Source: an optimization exercise on an open RTL-to-GDS flow (aim: small area). Production flows keep margins and buffers that such runs may drop. Where RTL was checked, it was by simulation tests only, not by an equivalence proof against the original. No activity file was given, so power comes from the tool's default toggle rates.

## the reference run
==> flow/design.v <==
`default_nettype none
module processor (
    input  logic        clock,
    input  logic        reset,
    output logic [31:0] imem_address,
    input  logic [31:0] imem_data,
    output logic [31:0] dmem_address,
    output logic [31:0] dmem_write_data,
    output logic        dmem_write_enable,
    input  logic [31:0] dmem_read_data,
    output logic        reg_write_enable,
    output logic [4:0]  reg_write_addr,
    output logic [31:0] reg_write_data,
    output logic [4:0]  reg_read_addr_a,
    output logic [4:0]  reg_read_addr_b,
    input  logic [31:0] reg_read_data_a,
    input  logic [31:0] reg_read_data_b
);
    logic [31:0] pc;
    logic        ex;         
    logic        nx;         
    logic        taken;      
    logic [15:0] cnt;        
    logic [3:0]  lfsr;
    logic [3:1]  creg;       
    logic [31:0] ins;
    logic [4:0]  op;
    logic [4:0]  rd, rs, rt, shamt;
    logic        is_r, is_j, is_bne, is_imm, is_sw, is_lw, is_fill;
    logic        f_sub, f_logic, f_or, f_shift, f_sra;
    assign ins     = imem_data;
    assign op      = ins[31:27];
    assign rd      = ins[26:22];
    assign rs      = ins[21:17];
    assign rt      = ins[16:12];
    assign shamt   = ins[11:7];
    assign is_r    = ~op[3] & ~op[2] & ~op[1] & ~op[0];
    assign is_j    = ~op[3] & ~op[2] & ~op[1] &  op[0];
    assign is_bne  = ~op[2] &  op[1];
    assign is_imm  =  op[2];                   
    assign is_sw   =  op[2] &  op[1];
    assign is_lw   =  op[3] & ~op[0];
    assign is_fill =  op[3] &  op[0];
    assign f_sub   = ~ins[4] & ~ins[3] &  ins[2];
    assign f_logic = ~ins[4] &  ins[3];
    assign f_or    =  ins[2];
    assign f_shift =  ins[4];
    assign f_sra   =  ins[2];
    logic sll;
    assign sll = is_r & f_shift & ~f_sra;
    assign reg_read_addr_a = (ex & ~sll) ? rs : 5'd0;
    always_comb begin
        reg_read_addr_b = 5'd0;
        if (ex) begin
            if (is_r)                 reg_read_addr_b = f_shift ? (f_sra ? 5'd0 : rs) : rt;
            else if (is_bne | is_sw)  reg_read_addr_b = rd;
        end
    end
    logic [31:0] x, y, s;
    logic [32:0] c;
    logic [3:0]  cout;
    logic        use_imm, use_tgt, inv, cin, pc_lo;
    logic [31:0] b_val, imm_val;
    logic        settled;
    assign use_imm = (ex & (op[2] | is_lw)) | (nx & taken & ~is_j);
    assign use_tgt = nx & taken & is_j;
    assign inv     = ex & ~op[3] & ~op[2] & (op[1] | ins[2]);    
    assign cin     = inv | (nx & ~(taken & is_j));
    assign pc_lo   = nx & ~(taken & is_j);
    assign imm_val = {{5{use_imm & ins[16]}},
                      use_tgt ? ins[26:17] : {10{use_imm & ins[16]}},
                      (use_imm | use_tgt) ? ins[16:0] : 17'd0};
    assign b_val   = op[2] ? 32'd0 : reg_read_data_b;    
    assign x = reg_read_data_a | (pc & {{5{nx}}, {27{pc_lo}}});
    assign y = ((b_val ^ {32{inv}}) | imm_val) | {16'd0, cnt};
    genvar k;
    generate
        for (k = 0; k < 32; k++) begin : g_add
            logic cin_k;
            if (k == 0)           assign cin_k = cin;
            else if (k % 8 == 0)  assign cin_k = creg[k / 8];
            else                  assign cin_k = c[k];
            assign c[k+1] = (x[k] & y[k]) | (x[k] & cin_k) | (y[k] & cin_k);
            assign s[k]   = x[k] ^ y[k] ^ cin_k;
        end
    endgenerate
    assign cout    = {c[32], c[24], c[16], c[8]};
    assign settled = (creg == cout[2:0]);
    logic [31:0] sh_in, sh_r;
    logic        sh_fill;
    function automatic logic [31:0] rev(input logic [31:0] v);
        for (int i = 0; i < 32; i++) rev[i] = v[31 - i];
    endfunction
    assign sh_fill = reg_read_data_a[31];                        
    assign sh_in   = reg_read_data_a | rev(reg_read_data_b);     
    logic [31:0] q1, q2;
    logic [3:0] d0, d1;
    logic [63:0] e0, e1, e2;
    assign d0 = 4'b1 << shamt[1:0];
    assign d1 = 4'b1 << shamt[3:2];
    assign e0 = {{32{sh_fill}}, sh_in};
    assign q1 = ({32{d0[0]}} & e0[31:0]) | ({32{d0[1]}} & e0[32:1]) | ({32{d0[2]}} & e0[33:2]) | ({32{d0[3]}} & e0[34:3]);
    assign e1 = {{32{sh_fill}}, q1};
    assign q2 = ({32{d1[0]}} & e1[31:0]) | ({32{d1[1]}} & e1[35:4]) | ({32{d1[2]}} & e1[39:8]) | ({32{d1[3]}} & e1[43:12]);
    assign e2 = {{32{sh_fill}}, q2};
    assign sh_r = shamt[4] ? e2[47:16] : e2[31:0];
    logic [31:0] lg;
    assign lg = (reg_read_data_a & reg_read_data_b) | ((reg_read_data_a | reg_read_data_b) & {32{f_or}});    
    logic sel_lw, sel_sra, sel_sll, sel_lg, sel_s;
    assign sel_lw  = op[3];
    assign sel_sra = ~op[3] & ~op[2] & f_shift & f_sra;
    assign sel_sll = ~op[3] & ~op[2] & f_shift & ~f_sra;
    assign sel_lg  = ~op[3] & ~op[2] & ~f_shift & f_logic;
    assign sel_s   = ~op[3] & (op[2] | ~(f_shift | f_logic));
    assign reg_write_data = (dmem_read_data & {32{sel_lw}}) | (sh_r & {32{sel_sra}})
                          | (rev(sh_r) & {32{sel_sll}}) | (lg & {32{sel_lg}}) | (s & {32{sel_s}});
    logic fill_done, fill_go, step;
    assign fill_done = (cnt == ins[15:0]);
    assign step      = ex & settled;
    assign fill_go   = ex & is_fill & ~fill_done;
    assign reg_write_enable  = step & (is_r | (is_imm & ~is_sw) | is_lw);
    assign reg_write_addr    = rd;
    assign dmem_address      = s;
    assign dmem_write_data   = {reg_read_data_b[31:4], reg_read_data_b[3:0] | (op[3] ? lfsr : 4'd0)};
    assign dmem_write_enable = step & (is_sw | (is_fill & ~fill_done));
    assign imem_address      = pc;
    logic ex_next;
    assign ex_next = ex ? (fill_go | (~settled & ~is_fill)) : settled;
    always_ff @(posedge clock or posedge reset) begin
        if (reset) begin
            ex   <= 1'b0;
            nx   <= 1'b0;
            lfsr <= 4'b0001;
        end else begin
            ex   <= ex_next;
            nx   <= (ex | nx) & ~ex_next;
            if (step & fill_go) lfsr <= {lfsr[2:0], lfsr[3] ^ lfsr[2]};
        end
    end
    logic [16:0] cnt_c;
    assign cnt_c[0] = settled;
    generate
        for (k = 0; k < 16; k++) begin : g_cnt
            assign cnt_c[k+1] = cnt_c[k] & cnt[k];
            always_ff @(posedge clock) cnt[k] <= fill_go & (cnt[k] ^ cnt_c[k]);
        end
    endgenerate
    always_ff @(posedge clock) begin
        creg <= cout[2:0] & {3{~(nx & settled)}};
        if (~ex & settled) pc <= s;
        if (ex) taken <= is_j | (is_bne & (|s));
    end
endmodule
`default_nettype wire
==> flow/config.mk <==
export PLATFORM = sky130hd
export DESIGN_NAME = processor
export DESIGN_NICKNAME = processor
export VERILOG_FILES = /design/flow/design.v
export SDC_FILE = /design/flow/constraint.sdc
export NUM_CORES = 4
export LEC_CHECK = 0
export CAP_MARGIN = 0
export CORE_MARGIN = 2
export CORE_UTILIZATION = 50
export SLEW_MARGIN = 0
==> flow/constraint.sdc <==
create_clock -name core_clock -period 10.0 [get_ports {clock}]
set_input_delay 2.0000 -clock core_clock [delete_from_list [all_inputs] [get_ports {clock}]]
set_output_delay 2.0000 -clock core_clock [all_outputs]
set_load 0.01 [all_outputs]
standard.sh (not shown) runs the stock make flow with config.mk's settings and CLKGATE_MAP_FILE= SYNTH_SCRIPT=/design/flow/synth_recipe.tcl, a recipe that flattens the netlist after the stock synthesis.
==> flow/flow/run.sh <==
#!/bin/bash
# Standard layout (standard synthesis included) with two changes after synthesis:
# port buffers use the smallest buffer cell, and CTS uses small clock buffers and adds
# no dummy loads. make's output goes to make_finish.log, each step's to orfs/logs/.
set -euo pipefail
export BUFFER_PORTS_ARGS="-buffer_cell sky130_fd_sc_hd__buf_1"
export CTS_ARGS="-sink_clustering_enable -repair_clock_nets -dont_use_dummy_load -buf_list {sky130_fd_sc_hd__clkbuf_2 sky130_fd_sc_hd__clkbuf_4} -root_buf sky130_fd_sc_hd__clkbuf_4"
bash standard.sh finish > make_finish.log 2>&1
Input changes introduced in the trial run (baseline for comparison: the reference run):
--- a/flow/design.v
+++ b/flow/design.v
@@ -144,11 +144,11 @@
             assign cnt_c[k+1] = cnt_c[k] & cnt[k];
             always_ff @(posedge clock) cnt[k] <= fill_go & (cnt[k] ^ cnt_c[k]);
         end
     endgenerate
     always_ff @(posedge clock) begin
-        creg <= cout[2:0] & {3{~(nx & settled)}};
+        creg <= (~ex & settled) ? 3'd0 : cout[2:0];
         if (~ex & settled) pc <= s;
         if (ex) taken <= is_j | (is_bne & (|s));
     end
 endmodule
 `default_nettype wire
==> run notes <==
- Utilization in the trial run vs the reference run: down 0.53 points
- Between the trial run and the reference run, the final critical-path required period is lower for the trial run.
- The run with more routed wire is the reference run, not the trial run.
- The trial run vs the reference run: pin count of the biggest net entering global routing up
- Delta (the trial run minus the reference run): die area shows an increase of 1.0%; clock-cell share of area ~0 delta; clock group share of total power picked up an extra 0.3 points; average vias per placed instance fell 0.15; switching fraction of total power decreased by 0.40 points relative to the old numbers.
- Stage delay of the slowest cell on the critical path: the trial run < the reference run
- The trial run: part of the cycle the worst path needs is 0.99 points lower than what the reference run reported.
- The trial run vs the reference run, worst setup path endpoint: cnt[15]$_DFF_P_ vs reg_write_data[7]
- Comparing the trial run and the reference run, the lower hold slack is on the trial run.
- In the metrics for the trial run and the reference run, the one carrying the higher number of antenna diodes is the trial run.
Function not checked in the reference run: the RTL went through the layout flow alone.

what the ideal ports hide:
The results above use ideal ports. As a check the final layouts listed here were re-extracted and re-timed, cells and wires unchanged.
Step 1 assumes that a clkbuf_16 drives the clock port and a buf_2 every other input.
Step 2, shift: input delay + t, output delay - t, t = (earliest + latest rising clock arrival at the registers) / 2. This alone moves slack from input paths to output paths.
Three values: no drivers, after step 1, after step 2; two values: the first two.
run	shift t [ns]	slack for setup (ns)	worst setup path after step 2	worst data-port slew with drivers (ns)
the reference run	0.455	0.276 / 0.256 / -0.076	input to register	0.06
the trial run	0.477	0.375 / 0.360 / -0.085	input to register	0.06
Met with ideal ports but missed after step 2: setup timing in the reference run and the trial run. For the trial run, which loses most, drivers alone change the setup slack by -0.015 ns; drivers and shift together by -0.460 ns.
